This design comes from an exercise in tuning for a short achievable clock period and few clock cycles on the open sky130 flow, not from production work. Function was checked by simulation only, so behaviour that the tests miss may differ from the original.

## cpuTop
module cpuTop (
    input  logic        clk,
    input  logic        rst,
    input  logic        run,
    input  logic        progWe,
    input  logic [7:0]  progAddr,
    input  logic [15:0] progData,
    input  logic [7:0]  ioPins,
    output logic        halted,
    output logic [7:0]  ioDir,
    output logic [7:0]  ioPort,
    output logic        vidWe,
    output logic [11:0] vidAddr,
    output logic [7:0]  vidData
);
    logic        rstQ;
    logic        runQ;
    logic [7:0]  pinsQ;
    logic        pWe;
    logic [7:0]  pAddr;
    logic [15:0] pData;
    always_ff @(posedge clk) begin
        rstQ  <= rst;
        runQ  <= run & ~rst;
        pinsQ <= ioPins;
        pWe   <= progWe & rst;
        pAddr <= progAddr;
        pData <= progData;
    end
    logic [255:0][15:0] rom;
    logic [255:0][7:0]  ram;
    for (genvar i = 0; i < 256; i++) begin : gRom
        always_ff @(posedge clk) begin
            if (pWe && (pAddr == i[7:0]))
                rom[i] <= pData;
        end
    end
    function automatic logic [15:0] romRead(input logic [255:0] sel);
        romRead = 16'h0000;
        for (int i = 0; i < 256; i++)
            romRead = romRead | (rom[i] & {16{sel[i]}});
    endfunction
    function automatic logic [255:0] rotl(input logic [255:0] x, input int k);
        rotl = (x << k) | (x >> (256 - k));
    endfunction
  ...
Size in the first run: roughly 51000 cells after synthesis, about 7500 flip-flops, about 74 I/O pins, ~0.50 sq mm of cells after synthesis.
export LEC_CHECK = 0
export ABC_CLOCK_PERIOD_IN_PS = 3000
export CAP_MARGIN = 20
export CORE_MARGIN = 2
export CORE_UTILIZATION = 45
export SLEW_MARGIN = 20
export TNS_END_PERCENT = 10
create_clock -name core_clock -period 10.0 [get_ports {clk}]
standard.sh (not shown) runs the stock make flow with config.mk's settings and CLKGATE_MAP_FILE= SYNTH_SCRIPT=/design/flow/synth_recipe.tcl, a recipe that flattens the netlist after the stock synthesis.
==> flow/flow/run.sh <==
#!/bin/bash
# The standard layout (its own synthesis and ORFS steps, unchanged), with
# the timing repair asked for more setup slack than the clock period needs,
# so that the layout runs faster than the design's period requires. The
# make output goes to make_finish.log; each ORFS step keeps its own log under
# orfs/logs.
set -uo pipefail
bash standard.sh SETUP_SLACK_MARGIN=6.3 finish > make_finish.log 2>&1
The first run never finished: it broke off in 5_1_grt with GRT-0116.
Testbench counts at the start, summed over its fixed seeds: cycles 51,427.
Rerun with:
--- a/flow/design.v
+++ b/flow/design.v
@@ -528,22 +528,23 @@
     logic        leadBz;                         
     logic        attach;
     logic [15:0] bzWord;
     logic [1:0]  take;
     logic        fetchEn;
     function automatic logic atLeast(input int k);
         atLeast = 1'b0;
         for (int m = 0; m <= 8; m++)
             if ((qCnt == 4'(m)) && ((m >= k) || (int'(fbCnt) >= k - m)))
                 atLeast = 1'b1;
     endfunction
+    logic [15:0] qNext [8];                      
     logic        sv1;
     logic        sv2;
     logic        sv3;
     logic [3:0]  sLeft [4];                      
     always_comb begin
         for (int j = 0; j < 11; j++) begin
             s[j] = fb[3];
             for (int k = 3; k >= 0; k--)
                 if ((j >= k) && (qCnt == 4'(j - k)))
                     s[j] = fb[k];
             for (int m = j + 1; m <= 8; m++)
@@ -565,22 +566,30 @@
         pair   = pairA | pairM | leadBz;
         bzWord = midBz ? s[1] : s[2];
         attach = midBz | (pairA && sv3 && isBz(s[2]));
         case ({sv1, pair, attach})
             3'b100:  take = 2'd1;
             3'b110:  take = 2'd2;
             3'b101:  take = 2'd2;
             3'b111:  take = 2'd3;
             default: take = 2'd0;
         endcase
         fetchEn = !atLeast(7);
+        for (int i = 0; i < 8; i++) begin
+            case (take)
+                2'd0:    qNext[i] = s[i];
+                2'd1:    qNext[i] = s[i + 1];
+                2'd2:    qNext[i] = s[i + 2];
+                default: qNext[i] = s[i + 3];
+            endcase
+        end
         if (isBz(s[0]))
             bzWord = s[0];
     end
     always_ff @(posedge clk) begin
         if (rstQ) begin
             fpc     <= 8'h00;
             lastBz  <= 1'b0;
             fbCnt   <= 3'd0;
             qCnt    <= 4'd0;
             dValid0 <= 1'b0;
             dValid1 <= 1'b0;
@@ -616,23 +625,23 @@
                     fbCnt  <= eCnt;
                 end else
                     fbCnt  <= 3'd0;
             end
         end
     end
     always_ff @(posedge clk) begin
         if (adv) begin
             for (int i = 0; i < 4; i++)
                 fb[i] <= e[i];
             for (int i = 0; i < 8; i++)
-                q[i] <= s[i + take];
+                q[i] <= qNext[i];
             if (taken) begin
                 dIr0    <= sIr1;
                 dHasBz  <= isBz(sIr1);
                 dBzImm  <= sIr1[11:4];
             end else begin
                 dIr0    <= s[0];
                 dIr1    <= pairM ? s[2] : s[1];
                 dHasBz  <= isBz(s[0]) | attach;
                 dBzImm  <= bzWord[11:4];
             end
         end
The changed run failed in 5_1_grt, error GRT-0116.
Synthesized area stays flat.
Synthesized cell count climbs slightly.
Testbench counts after the change, summed over its fixed seeds: cycles 51,427.
